This design comes from an exercise in tuning for small area on the open sky130 flow, not from production work. Function was checked by simulation only, so behaviour that the tests miss may differ from the original. Power is estimated from default activity; no workload was simulated.

==> onyx <==
Design invaders_top, start of the top module:
module invaders_top #(
    parameter int ALIEN_COLS = 6,
    parameter int ALIEN_ROWS = 3
) (
    input  wire logic        clk,
    input  wire logic        reset,
    input  wire logic        frame_tick,
    input  wire logic        fire,
    input  wire logic        left,
    input  wire logic        right,
    input  wire logic        wb_cyc,
    input  wire logic        wb_stb,
    input  wire logic        wb_we,
    input  wire logic [2:0]  wb_adr,
    input  wire logic [31:0] wb_dat_w,
    output logic [31:0]      wb_dat_r,
    output logic             wb_ack
);
clock: 8.0 ns
lec_check: 0
cap_margin: 20
core_margin: 2
core_utilization: 60
cts_buf_list: sky130_fd_sc_hd__clkbuf_8
cts_cluster_size: 40
slew_margin: 20
run.sh (not shown) runs the stock make flow with config.mk's settings and CLKGATE_MAP_FILE= SYNTH_SCRIPT=/design/flow/synth_recipe.tcl, a recipe that flattens the netlist after the stock synthesis.
==> amber (differences from onyx) <==
CORE_UTILIZATION = 40   (was 60)
CTS_BUF_LIST = unset   (was sky130_fd_sc_hd__clkbuf_8)
CTS_CLUSTER_SIZE = unset   (was 40)
==> qor summary <==
quantity                                                                 amber        onyx
Outcome                                               timing/DRC/antenna clean  timing/DRC/antenna clean
Number of global-route vias before repair                                 8340        8159
Combinational power share                                                42.8%       45.4%
Buffering overhead                                                       3.06%       3.14%
Effective utilization at floorplan                                       40.7%       61.3%
Post-route non-filler standard cell count                                 1540        1428
Part of the cycle the worst path needs                                   59.5%       60.1%
Register clock-pin slew on the reported worst setup and hold paths     0.08 ns     0.09 ns
Clock tree skew after final layout                                   0.0146 ns   0.0137 ns
Fraction of area in multi-input gates                                    54.4%       55.8%
Global-route met2 utilization                                            30.7%       43.4%
Reported combinational group power                                     1.51 mW     1.53 mW
Die W                                                                   170 um      139 um
Global placement routability congestion                                  0.828       0.858
Met2 wirelength from detailed routing                                 12100 um    11800 um
Power share of the clock group                                           22.4%       18.2%
Area growth syn-to-layout                                                10.5%       7.76%
Die outline area                                                    28900 um^2  19400 um^2
Area occupied by multi-input gates                                   6620 um^2   6620 um^2
Number of rows in the core area                                             60          49
Proportion of total power due to net switching                           39.5%       40.2%
Reported net switching power                                           1.40 mW     1.36 mW


==> inputs of run D <==
==> flow/design.v <==
`timescale 1ns/1ps
`default_nettype none
module invaders_top #(
    parameter int ALIEN_COLS = 6,
    parameter int ALIEN_ROWS = 3
) (
    input  wire logic        clk,
    input  wire logic        reset,
    input  wire logic        frame_tick,
    input  wire logic        fire,
    input  wire logic        left,
    input  wire logic        right,
    input  wire logic        wb_cyc,
    input  wire logic        wb_stb,
    input  wire logic        wb_we,
    input  wire logic [2:0]  wb_adr,
    input  wire logic [31:0] wb_dat_w,
    output logic [31:0]      wb_dat_r,
    output logic             wb_ack
);
    function automatic logic [9:0] add10(input logic [9:0] a, input logic [9:0] b);
        logic c;
        c = 1'b0;
        for (int i = 0; i < 10; i++) begin
            add10[i] = a[i] ^ b[i] ^ c;
            c = (a[i] & b[i]) | (a[i] & c) | (b[i] & c);
        end
    endfunction
    logic        run;
    logic        restart;
    logic [17:0] dat_r;
    logic [8:0]  nfx;           
    logic [7:0]  nfy;           
    logic        dir_right;
    logic [2:0]  count;
    logic [17:0] dead;
    logic [17:0] alive;
    assign alive = ~dead;
    logic [2:0]  kq;            
    logic [1:0]  km;            
    logic [2:0]  hq;            
    logic [1:0]  hm;            
    logic [9:0]  ship_x;
    logic [5:0]  explode_timer;
    logic        rocket_active;
    logic [9:0]  rx6;           
    logic [7:0]  ryh;           
    logic [15:0] lfsr;
    logic        laser_active;
    logic [8:0]  nlx;           
    logic [8:0]  nly;           
    logic [2:0]  scan_col;
    logic [1:0]  scan_row;
    logic        game_over;
    logic        game_win;
    logic [1:0]  lives;
    logic req;
    logic step;
    assign req  = wb_cyc && wb_stb && !wb_ack;
    assign step = frame_tick && run && !game_over && !game_win;
    logic [2:0] sel_q;
    logic [1:0] sel_m;
    logic [7:0] sel_score;
    assign sel_q = wb_adr[0] ? hq : kq;
    assign sel_m = wb_adr[0] ? hm : km;
    always_comb begin
        case ({sel_q, sel_m})
            5'd0:    sel_score = 8'd0;
            5'd1:    sel_score = 8'd10;
            5'd2:    sel_score = 8'd20;
            5'd4:    sel_score = 8'd30;
            5'd5:    sel_score = 8'd40;
            5'd6:    sel_score = 8'd50;
            5'd8:    sel_score = 8'd60;
            5'd9:    sel_score = 8'd70;
            5'd10:   sel_score = 8'd80;
            5'd12:   sel_score = 8'd90;
            5'd13:   sel_score = 8'd100;
            5'd14:   sel_score = 8'd110;
            5'd16:   sel_score = 8'd120;
            5'd17:   sel_score = 8'd130;
            5'd18:   sel_score = 8'd140;
            5'd20:   sel_score = 8'd150;
            5'd21:   sel_score = 8'd160;
            5'd22:   sel_score = 8'd170;
            5'd24:   sel_score = 8'd180;
            default: sel_score = 8'd0;
        endcase
    end
    logic [17:0] read_data;
    always_comb begin
        case (wb_adr)
            3'd0:    read_data = {17'b0, run};
            3'd1:    read_data = {14'b0, game_over, game_win, lives};
            3'd2,
            3'd3:    read_data = {10'b0, sel_score};
            3'd4:    read_data = {8'b0, ship_x};
            3'd5:    read_data = alive;
            default: read_data = '0;
        endcase
    end
    always_ff @(posedge clk or posedge reset) begin
        if (reset) begin
            run     <= 1'b0;
            wb_ack  <= 1'b0;
            restart <= 1'b0;
        end else begin
            wb_ack  <= req;
            restart <= 1'b0;
            if (req && wb_we && wb_adr == 3'd0) begin
                run     <= wb_dat_w[0];
                restart <= wb_dat_w[1];
            end
        end
    end
    always_ff @(posedge clk) begin
        dat_r <= read_data;
    end
    assign wb_dat_r = {14'b0, dat_r};
    logic [5:0] col_live;
    logic [2:0] row_live;
    always_comb begin
        for (int c = 0; c < 6; c++)
            col_live[c] = alive[c] | alive[6 + c] | alive[12 + c];
        for (int r = 0; r < 3; r++)
            row_live[r] = |alive[r*6 +: 6];
    end
    logic fleet_gone;
    assign fleet_gone = kq[2] & kq[1];    
    logic hit_right;
    logic hit_left;
    always_comb begin
        if (col_live[5])      hit_right = (nfx == 9'd350);
        else if (col_live[4]) hit_right = (nfx == 9'd320);
        else if (col_live[3]) hit_right = (nfx == 9'd290);
        else if (col_live[2]) hit_right = (nfx == 9'd260);
        else if (col_live[1]) hit_right = (nfx == 9'd230);
        else                  hit_right = (nfx == 9'd200);
        if (col_live[0])      hit_left = (nfx == 9'd0);
        else if (col_live[1]) hit_left = (nfx == 9'd30);
        else if (col_live[2]) hit_left = (nfx == 9'd60);
        else if (col_live[3]) hit_left = (nfx == 9'd90);
        else if (col_live[4]) hit_left = (nfx == 9'd120);
        else                  hit_left = (nfx == 9'd150);
    end
    logic hit_edge;
    assign hit_edge = dir_right ? hit_right : hit_left;
    logic bottom_reached;
    assign bottom_reached = !fleet_gone &&
        (row_live[2] ? (nfy <= 8'd185) :
         row_live[1] ? (nfy <= 8'd174) : (nfy <= 8'd163));
    logic [9:0] nfy_drop;
    logic [9:0] nfx_move;
    assign nfy_drop = add10({2'b0, nfy}, 10'd251);
    assign nfx_move = add10({1'b0, nfx}, {1'b0, {8{dir_right}}, 1'b1});
    logic [9:0] kq_inc;
    logic [9:0] count_inc;
    assign kq_inc    = add10({7'b0, kq}, 10'd1);
    assign count_inc = add10({7'b0, count}, 10'd1);
    logic score_gt;
    logic [4:0] cur_k;
    logic [4:0] high_k;
    assign cur_k  = {kq, km};
    assign high_k = {hq, hm};
    always_comb begin
        logic eq;
        score_gt = 1'b0;
        eq       = 1'b1;
        for (int i = 4; i >= 0; i--) begin
            score_gt = score_gt | (eq & cur_k[i] & ~high_k[i]);
            eq       = eq & (cur_k[i] == high_k[i]);
        end
    end
    logic [9:0] ship_move;
    logic [9:0] ship_x_p10;
    logic [9:0] explode_dec;
    logic [9:0] ryh_dec;
    logic [9:0] nly_dec;
    assign ship_move   = add10(ship_x, {{9{!right}}, 1'b1});
    assign ship_x_p10  = add10(ship_x, 10'd10);
    assign explode_dec = add10({4'b0, explode_timer}, 10'd63);
    assign ryh_dec     = add10({2'b0, ryh}, 10'd255);
    assign nly_dec     = add10({1'b0, nly}, 10'd511);
    logic move;
    always_comb begin
        move = 1'b0;
        for (int i = 0; i < 8; i++)
            if (count == 3'(i)) move = ({1'b0, kq} >= 4'(7 - i));
    end
    logic [9:0] hdx;    
    logic [8:0] hdy;    
    logic [9:0] hdx_s;
    logic [9:0] hdy_s;
    assign hdx_s = add10({1'b0, rx6[9:1]}, {1'b0, nfx});
    assign hdy_s = add10({3'b0, ryh[7:1]}, {2'b0, nfy});
    assign hdx = {hdx_s[8:0], rx6[0]};
    assign hdy = {hdy_s[7:0], ryh[0]};
    logic [5:0] col_hit;
    logic [2:0] row_hit;
    always_comb begin
        for (int c = 0; c < 6; c++)
            col_hit[c] = (hdx >= 10'(60 * c)) && (hdx <= 10'(60 * c + 21));
    end
    assign row_hit[0] = (hdy <= 9'd8);
    assign row_hit[1] = (hdy >= 9'd22) && (hdy <= 9'd30);
    assign row_hit[2] = (hdy >= 9'd45) && (hdy <= 9'd53);
    logic [17:0] hit_vec;
    always_comb begin
        for (int r = 0; r < 3; r++)
            for (int c = 0; c < 6; c++)
                hit_vec[r*6 + c] = alive[r*6 + c] & col_hit[c] & row_hit[r];
    end
    logic kill;
    assign kill = step && rocket_active && (|hit_vec);
    logic can_shoot;
    always_comb begin
        case (scan_row)
            2'd0: can_shoot = alive[scan_col] & ~alive[6 + scan_col] & ~alive[12 + scan_col];
            2'd1: can_shoot = alive[6 + scan_col] & ~alive[12 + scan_col];
            2'd2: can_shoot = alive[12 + scan_col];
            default: can_shoot = 1'b0;
        endcase
    end
    logic [8:0] col_off;
    logic [6:0] row_off;
    always_comb begin
        case (scan_col)
            3'd0:    col_off = 9'd507;
            3'd1:    col_off = 9'd477;
            3'd2:    col_off = 9'd447;
            3'd3:    col_off = 9'd417;
            3'd4:    col_off = 9'd387;
            default: col_off = 9'd357;
        endcase
        case (scan_row)
            2'd0:    row_off = 7'd123;    
            2'd1:    row_off = 7'd112;    
            default: row_off = 7'd101;    
        endcase
    end
    logic [8:0] shoot_nlx;
    logic [8:0] shoot_nly;
    logic [9:0] shoot_nlx_s;
    logic [9:0] shoot_nly_s;
    assign shoot_nlx_s = add10({1'b0, nfx}, {1'b0, col_off});
    assign shoot_nly_s = add10({3'b0, nfy[6:0]}, {3'b0, row_off});
    assign shoot_nlx = shoot_nlx_s[8:0];
    assign shoot_nly = {shoot_nly_s[6:0],
                        (scan_row == 2'd0) ? 2'b10 : (scan_row == 2'd1) ? 2'b01 : 2'b00};
    logic [9:0] ldx;    
    logic [9:0] ldx_s;
    assign ldx_s = add10({1'b0, ship_x[9:1]}, {1'b0, nlx});
    assign ldx = {ldx_s[8:0], ship_x[0]};
    logic overlap;
    assign overlap = (ldx == 10'd0 || ldx >= 10'd1003) && (nly >= 9'd43) && (nly <= 9'd74);
    logic ship_hit;
    assign ship_hit = step && laser_active && overlap;
    always_ff @(posedge clk or posedge reset) begin
        if (reset) begin
            nfx       <= 9'd487;
            nfy       <= 8'd244;
            dir_right <= 1'b1;
            count     <= '0;
            dead      <= '0;
            kq        <= '0;
            km        <= '0;
        end else if (restart) begin
            nfx       <= 9'd487;
            nfy       <= 8'd244;
            dir_right <= 1'b1;
            count     <= '0;
            dead      <= '0;
            kq        <= '0;
            km        <= '0;
        end else if (step) begin
            if (rocket_active) dead <= dead | hit_vec;
            if (kill) begin
                if (km == 2'd2) begin
                    km <= 2'd0;
                    kq <= kq_inc[2:0];
                end else begin
                    km <= {km[0], ~km[0]};
                end
            end
            if (move) begin
                count <= '0;
                if (hit_edge) begin
                    dir_right <= !dir_right;
                    nfy       <= nfy_drop[7:0];
                end else begin
                    nfx <= nfx_move[8:0];
                end
            end else begin
                count <= count_inc[2:0];
            end
        end
    end
    always_ff @(posedge clk or posedge reset) begin
        if (reset) begin
            hq <= '0;
            hm <= '0;
        end else if (score_gt) begin
            hq <= kq;
            hm <= km;
        end
    end
    always_ff @(posedge clk or posedge reset) begin
        if (reset) begin
            game_over <= 1'b0;
            game_win  <= 1'b0;
            lives     <= 2'd3;
        end else if (restart) begin
            game_over <= 1'b0;
            game_win  <= 1'b0;
            lives     <= 2'd3;
        end else begin
            if (ship_hit && lives != 2'd0) lives <= lives - 2'd1;
            if (lives == 2'd0 || bottom_reached) game_over <= 1'b1;
            if (fleet_gone) game_win <= 1'b1;
        end
    end
    always_ff @(posedge clk or posedge reset) begin
        if (reset) begin
            ship_x        <= 10'd320;
            explode_timer <= '0;
            rocket_active <= 1'b0;
        end else if (restart) begin
            ship_x        <= 10'd320;
            explode_timer <= '0;
            rocket_active <= 1'b0;
        end else if (step) begin
            if (right) begin
                if (ship_x < 10'd623) ship_x <= ship_move;
            end else if (left && ship_x > 10'd1) begin
                ship_x <= ship_move;
            end
            if (ship_hit) begin
                explode_timer <= 6'd35;
            end else if (explode_timer != '0) begin
                explode_timer <= explode_dec[5:0];
            end
            if (kill) begin
                rocket_active <= 1'b0;
            end else if (rocket_active) begin
                if (ryh == 8'd0) rocket_active <= 1'b0;
            end else if (fire && explode_timer == '0) begin
                rocket_active <= 1'b1;
            end
        end
    end
    always_ff @(posedge clk) begin
        if (step) begin
            if (rocket_active) begin
                ryh <= ryh_dec[7:0];
            end else begin
                rx6 <= ship_x_p10;
                ryh <= 8'd218;
            end
        end
    end
    always_ff @(posedge clk or posedge reset) begin
        if (reset) begin
            lfsr <= 16'hACE1;
        end else if (restart) begin
            lfsr <= 16'hACE1;
        end else begin
            lfsr <= {lfsr[14:0], lfsr[15] ^ lfsr[13] ^ lfsr[12] ^ lfsr[10]};
        end
    end
    always_ff @(posedge clk or posedge reset) begin
        if (reset) begin
            laser_active <= 1'b0;
            scan_col     <= '0;
            scan_row     <= '0;
        end else if (restart) begin
            laser_active <= 1'b0;
            scan_col     <= '0;
            scan_row     <= '0;
        end else if (step) begin
            if (ship_hit) begin
                laser_active <= 1'b0;
            end else if (laser_active) begin
                if (nly <= 9'd35) laser_active <= 1'b0;
            end else begin
                if (can_shoot && lfsr[0]) laser_active <= 1'b1;
                if (scan_col == 3'd5) begin
                    scan_col <= '0;
                    scan_row <= (scan_row == 2'd2) ? 2'd0 : scan_row + 2'd1;
                end else begin
                    scan_col <= scan_col + 3'd1;
                end
            end
        end
    end
    always_ff @(posedge clk) begin
        if (step) begin
            if (laser_active) begin
                nly <= nly_dec[8:0];
            end else begin
                nlx <= shoot_nlx;
                nly <= shoot_nly;
            end
        end
    end
endmodule
`default_nettype wire
==> flow/flow/run.sh <==
#!/bin/bash
# Standard ORFS layout, with two changes:
#  * abc maps the logic for area (flow/abc.script) instead of ORFS's
#    delay-driven script; registers are mapped exactly as in the standard
#    synthesis, since only the abc step changes;
#  * ports are buffered with the smallest buffer.
# Each tool's output goes to the ORFS logs under orfs/logs and to flow_*.log here.
set -euo pipefail
HERE=$PWD
rm -rf "$HERE/scripts_mod"
cp -r "$FLOW_HOME/scripts" "$HERE/scripts_mod"
cp "$HERE/flow/abc.script" "$HERE/scripts_mod/abc_speed.script"
bash standard.sh SCRIPTS_DIR="$HERE/scripts_mod" \
    BUFFER_PORTS_ARGS="-buffer_cell sky130_fd_sc_hd__buf_1" \
    CTS_ARGS="-sink_clustering_enable -repair_clock_nets -sink_clustering_size 40 -sink_clustering_max_diameter 300 -buf_list sky130_fd_sc_hd__clkbuf_8 -root_buf sky130_fd_sc_hd__clkbuf_8" \
    finish > "$HERE/flow_standard.log" 2>&1
==> flow/flow/abc.script <==
&get -n
&st
&dch -f
&nf -p -R 1000 -F 8 -A 8 -C 32
&st
&syn2
&if -g -K 6
&synch2
&nf -p -R 1000 -F 8 -A 8 -C 32
&st
&syn2
&if -g -K 6
&synch2
&nf -p -R 1000 -F 8 -A 8 -C 32
&st
&dch -f
&nf -p -R 1000 -F 8 -A 8 -C 32
&put
==> flow/standard.sh <==
#!/bin/bash
# synth_recipe.tcl (not shown) runs the flow's synth.tcl, then flattens the netlist and writes it again
# the make line also repeats each setting of config.mk as NAME=value (left out here)
make -C /OpenROAD-flow-scripts/flow DESIGN_CONFIG=/design/flow/config.mk WORK_HOME=/design/flow/orfs CLKGATE_MAP_FILE= SYNTH_SCRIPT=/design/flow/synth_recipe.tcl "${@:-finish}"
==> flow/config.mk <==
export PLATFORM = sky130hd
export DESIGN_NAME = invaders_top
export DESIGN_NICKNAME = invaders_top
export VERILOG_FILES = /design/flow/design.v
export SDC_FILE = /design/flow/constraint.sdc
export NUM_CORES = 4
export LEC_CHECK = 0
export CAP_MARGIN = 20
export CORE_MARGIN = 2
export CORE_UTILIZATION = 60
export CTS_BUF_LIST = sky130_fd_sc_hd__clkbuf_8
export CTS_CLUSTER_SIZE = 40
export SLEW_MARGIN = 20
==> flow/constraint.sdc <==
create_clock -name core_clock -period 8.0 [get_ports {clk}]
set_input_delay 1.6000 -clock core_clock [delete_from_list [all_inputs] [get_ports {clk}]]
set_output_delay 1.6000 -clock core_clock [all_outputs]
set_load 0.01 [all_outputs]
==> run M (differences from run D) <==
--- a/flow/design.v
+++ b/flow/design.v
@@ -32,3 +32,3 @@
     logic [8:0]  nfx;           
-    logic [7:0]  nfy;           
+    logic [6:0]  nfy;           
     logic        dir_right;
@@ -149,7 +149,7 @@
     assign bottom_reached = !fleet_gone &&
-        (row_live[2] ? (nfy <= 8'd185) :
-         row_live[1] ? (nfy <= 8'd174) : (nfy <= 8'd163));
+        (row_live[2] ? (nfy <= 7'd57) :
+         row_live[1] ? (nfy <= 7'd46) : (nfy <= 7'd35));
     logic [9:0] nfy_drop;
     logic [9:0] nfx_move;
-    assign nfy_drop = add10({2'b0, nfy}, 10'd251);
+    assign nfy_drop = add10({3'b0, nfy}, 10'd123);
     assign nfx_move = add10({1'b0, nfx}, {1'b0, {8{dir_right}}, 1'b1});
@@ -190,3 +190,3 @@
     logic [9:0] hdx;    
-    logic [8:0] hdy;    
+    logic [7:0] hdy;    
     logic [9:0] hdx_s;
@@ -194,5 +194,5 @@
     assign hdx_s = add10({1'b0, rx6[9:1]}, {1'b0, nfx});
-    assign hdy_s = add10({3'b0, ryh[7:1]}, {2'b0, nfy});
+    assign hdy_s = add10({3'b0, ryh[7:1]}, {3'b0, nfy});
     assign hdx = {hdx_s[8:0], rx6[0]};
-    assign hdy = {hdy_s[7:0], ryh[0]};
+    assign hdy = {hdy_s[6:0], ryh[0]};
     logic [5:0] col_hit;
@@ -203,5 +203,5 @@
     end
-    assign row_hit[0] = (hdy <= 9'd8);
-    assign row_hit[1] = (hdy >= 9'd22) && (hdy <= 9'd30);
-    assign row_hit[2] = (hdy >= 9'd45) && (hdy <= 9'd53);
+    assign row_hit[0] = (hdy <= 8'd8);
+    assign row_hit[1] = (hdy >= 8'd22) && (hdy <= 8'd30);
+    assign row_hit[2] = (hdy >= 8'd45) && (hdy <= 8'd53);
     logic [17:0] hit_vec;
@@ -245,3 +245,3 @@
     assign shoot_nlx_s = add10({1'b0, nfx}, {1'b0, col_off});
-    assign shoot_nly_s = add10({3'b0, nfy[6:0]}, {3'b0, row_off});
+    assign shoot_nly_s = add10({3'b0, nfy}, {3'b0, row_off});
     assign shoot_nlx = shoot_nlx_s[8:0];
@@ -260,3 +260,3 @@
             nfx       <= 9'd487;
-            nfy       <= 8'd244;
+            nfy       <= 7'd116;
             dir_right <= 1'b1;
@@ -268,3 +268,3 @@
             nfx       <= 9'd487;
-            nfy       <= 8'd244;
+            nfy       <= 7'd116;
             dir_right <= 1'b1;
@@ -288,3 +288,3 @@
                     dir_right <= !dir_right;
-                    nfy       <= nfy_drop[7:0];
+                    nfy       <= nfy_drop[6:0];
                 end else begin
==> flow/flow/run.sh (replaced) <==
#!/bin/bash
# Standard ORFS layout, with two changes:
#  * abc maps the logic for area (flow/abc.script) instead of ORFS's
#    delay-driven script, and adders are left to abc rather than mapped to
#    adder cells first; registers are mapped exactly as in the standard
#    synthesis, since only the combinational mapping changes;
#  * ports are buffered with the smallest buffer.
# Each tool's output goes to the ORFS logs under orfs/logs and to flow_*.log here.
set -euo pipefail
HERE=$PWD
rm -rf "$HERE/scripts_mod"
cp -r "$FLOW_HOME/scripts" "$HERE/scripts_mod"
cp "$HERE/flow/abc.script" "$HERE/scripts_mod/abc_speed.script"
bash standard.sh SCRIPTS_DIR="$HERE/scripts_mod" \
    ADDER_MAP_FILE= \
    BUFFER_PORTS_ARGS="-buffer_cell sky130_fd_sc_hd__buf_1" \
    finish > "$HERE/flow_standard.log" 2>&1
==> flow/flow/abc.script (replaced) <==
&get -n
&st
&deepsyn -T 30
&put
dch -f
amap -F 4 -A 8
--- a/flow/config.mk
+++ b/flow/config.mk
@@ -9,3 +9,3 @@
 export CORE_MARGIN = 2
-export CORE_UTILIZATION = 60
+export CORE_UTILIZATION = 75
 export CTS_BUF_LIST = sky130_fd_sc_hd__clkbuf_8
==> run R (differences from run D) <==
--- a/flow/design.v
+++ b/flow/design.v
@@ -32,3 +32,3 @@
     logic [8:0]  nfx;           
-    logic [7:0]  nfy;           
+    logic [6:0]  nfy;           
     logic        dir_right;
@@ -149,7 +149,7 @@
     assign bottom_reached = !fleet_gone &&
-        (row_live[2] ? (nfy <= 8'd185) :
-         row_live[1] ? (nfy <= 8'd174) : (nfy <= 8'd163));
+        (row_live[2] ? (nfy <= 7'd57) :
+         row_live[1] ? (nfy <= 7'd46) : (nfy <= 7'd35));
     logic [9:0] nfy_drop;
     logic [9:0] nfx_move;
-    assign nfy_drop = add10({2'b0, nfy}, 10'd251);
+    assign nfy_drop = add10({3'b0, nfy}, 10'd123);
     assign nfx_move = add10({1'b0, nfx}, {1'b0, {8{dir_right}}, 1'b1});
@@ -190,3 +190,3 @@
     logic [9:0] hdx;    
-    logic [8:0] hdy;    
+    logic [7:0] hdy;    
     logic [9:0] hdx_s;
@@ -194,5 +194,5 @@
     assign hdx_s = add10({1'b0, rx6[9:1]}, {1'b0, nfx});
-    assign hdy_s = add10({3'b0, ryh[7:1]}, {2'b0, nfy});
+    assign hdy_s = add10({3'b0, ryh[7:1]}, {3'b0, nfy});
     assign hdx = {hdx_s[8:0], rx6[0]};
-    assign hdy = {hdy_s[7:0], ryh[0]};
+    assign hdy = {hdy_s[6:0], ryh[0]};
     logic [5:0] col_hit;
@@ -203,5 +203,5 @@
     end
-    assign row_hit[0] = (hdy <= 9'd8);
-    assign row_hit[1] = (hdy >= 9'd22) && (hdy <= 9'd30);
-    assign row_hit[2] = (hdy >= 9'd45) && (hdy <= 9'd53);
+    assign row_hit[0] = (hdy <= 8'd8);
+    assign row_hit[1] = (hdy >= 8'd22) && (hdy <= 8'd30);
+    assign row_hit[2] = (hdy >= 8'd45) && (hdy <= 8'd53);
     logic [17:0] hit_vec;
@@ -245,3 +245,3 @@
     assign shoot_nlx_s = add10({1'b0, nfx}, {1'b0, col_off});
-    assign shoot_nly_s = add10({3'b0, nfy[6:0]}, {3'b0, row_off});
+    assign shoot_nly_s = add10({3'b0, nfy}, {3'b0, row_off});
     assign shoot_nlx = shoot_nlx_s[8:0];
@@ -260,3 +260,3 @@
             nfx       <= 9'd487;
-            nfy       <= 8'd244;
+            nfy       <= 7'd116;
             dir_right <= 1'b1;
@@ -268,3 +268,3 @@
             nfx       <= 9'd487;
-            nfy       <= 8'd244;
+            nfy       <= 7'd116;
             dir_right <= 1'b1;
@@ -288,3 +288,3 @@
                     dir_right <= !dir_right;
-                    nfy       <= nfy_drop[7:0];
+                    nfy       <= nfy_drop[6:0];
                 end else begin
==> flow/flow/run.sh (replaced) <==
#!/bin/bash
# Standard ORFS layout, with two changes:
#  * abc maps the logic for area (flow/abc.script) instead of ORFS's
#    delay-driven script, and adders are left to abc rather than mapped to
#    adder cells first; registers are mapped exactly as in the standard
#    synthesis, since only the combinational mapping changes;
#  * ports are buffered with the smallest buffer.
# Each tool's output goes to the ORFS logs under orfs/logs and to flow_*.log here.
set -euo pipefail
HERE=$PWD
rm -rf "$HERE/scripts_mod"
cp -r "$FLOW_HOME/scripts" "$HERE/scripts_mod"
cp "$HERE/flow/abc.script" "$HERE/scripts_mod/abc_speed.script"
bash standard.sh SCRIPTS_DIR="$HERE/scripts_mod" \
    ADDER_MAP_FILE= \
    BUFFER_PORTS_ARGS="-buffer_cell sky130_fd_sc_hd__buf_1" \
    finish > "$HERE/flow_standard.log" 2>&1
==> flow/flow/abc.script (replaced) <==
&get -n
&st
&deepsyn -T 30
&put
dch -f
amap -F 4 -A 8
--- a/flow/config.mk
+++ b/flow/config.mk
@@ -7,3 +7,3 @@
 export LEC_CHECK = 0
-export CAP_MARGIN = 20
+export CAP_MARGIN = 0
 export CORE_MARGIN = 2
@@ -12,2 +12,2 @@
 export CTS_CLUSTER_SIZE = 40
-export SLEW_MARGIN = 20
+export SLEW_MARGIN = 0
==> qor summary <==
item                                                                              run R              run D                   run M
Hold_ws                                                                        0.437 ns           0.463 ns                0.433 ns
Largest net degree at the start of global routing                                    79                 70                      81
Outcome                                                                  finished clean     finished clean          finished clean
Global-route wire length before repair                                        34,200 um          34,300 um               35,400 um
Area of placed instances                                                      8360 um^2          9310 um^2               8310 um^2
Final core area utilization                                                       66.7%              66.6%                   83.7%
Proportion of layout cells with a drive suffix above 1                            6.11%              7.35%                   5.91%
Vias per cell                                                                      6.10               6.02                    6.71
Number of logic stages on the critical path including buffering                      27                 16                      27
Worst path max stage delay                                                      0.62 ns            0.65 ns                 0.60 ns
Final nets                                                                        1,079              1,084                   1,080
Leakage power of the design                                                     3.17 nW            3.90 nW                 3.17 nW
Place WS                                                                        3.43 ns            2.20 ns                 3.32 ns
Fmax                                                                            215 MHz            171 MHz                 206 MHz
Largest area class, layout                                       flip-flops and latches  multi-input gates  flip-flops and latches
Post-Synth XOR/XNOR Area                                                             0%              1.75%                      0%
Clock insertion delay at the later pin of the skew report                       0.48 ns            0.47 ns                 0.47 ns
Total Die Area                                                              14,300 um^2        16,000 um^2             11,600 um^2
FF+latch area                                                                 3790 um^2          3820 um^2               3790 um^2
Overall die width                                                                120 um             126 um                  108 um
Post-route minimum period                                                       4.65 ns            5.85 ns                 4.86 ns
Startpoint of the worst register-to-register path                                nfx[2]             nfx[1]                  nfx[1]
Number of DRC violations after detailed-routing iteration 0                         726                594                   1,107
Clk slew on worst S/H paths                                                     0.09 ns            0.09 ns                 0.08 ns
Average footprint of a synthesized cell                                       8.20 um^2          10.1 um^2               8.20 um^2
Number of logic inverters in the finished layout                                    145                105                     145

-- what the ideal ports hide --
Ports are ideal in the flow. The routed layouts listed here were re-timed in OpenROAD.
Step 1 sets driving cells, clkbuf_16 on the clock port and buf_2 on the other inputs (assumed; they add their load-dependent delay and slew).
Step 2 adds t to the input delays and takes it off the output delays; t is the mean of the earliest and latest rising clock arrival at the registers after step 1. Input paths then give back, and output paths get back, about the clock's delay inside the block.
a / b / c = no drivers / after step 1 / after step 2; a / b = the first two.
run	t (ns)	slack for setup (ns)	worst hold slack (ns)	worst setup path after step 2
onyx	0.496	3.191 / 3.211 / 2.715	0.447 / 0.447 / 0.447	input to register
amber	0.477	3.241 / 3.268 / 2.791	0.426 / 0.426 / 0.426	input to register
run D	0.497	2.146 / 2.146 / 2.146	0.463 / 0.463 / 0.463	register to register
run M	0.497	3.144 / 3.144 / 3.144	0.433 / 0.433 / 0.433	register to register
run R	0.508	3.349 / 3.349 / 3.349	0.437 / 0.437 / 0.437	register to register
After both steps setup and hold are still met in every run listed. The setup slack of onyx, which loses most, moves by +0.020 ns with the drivers and by -0.476 ns with both steps.
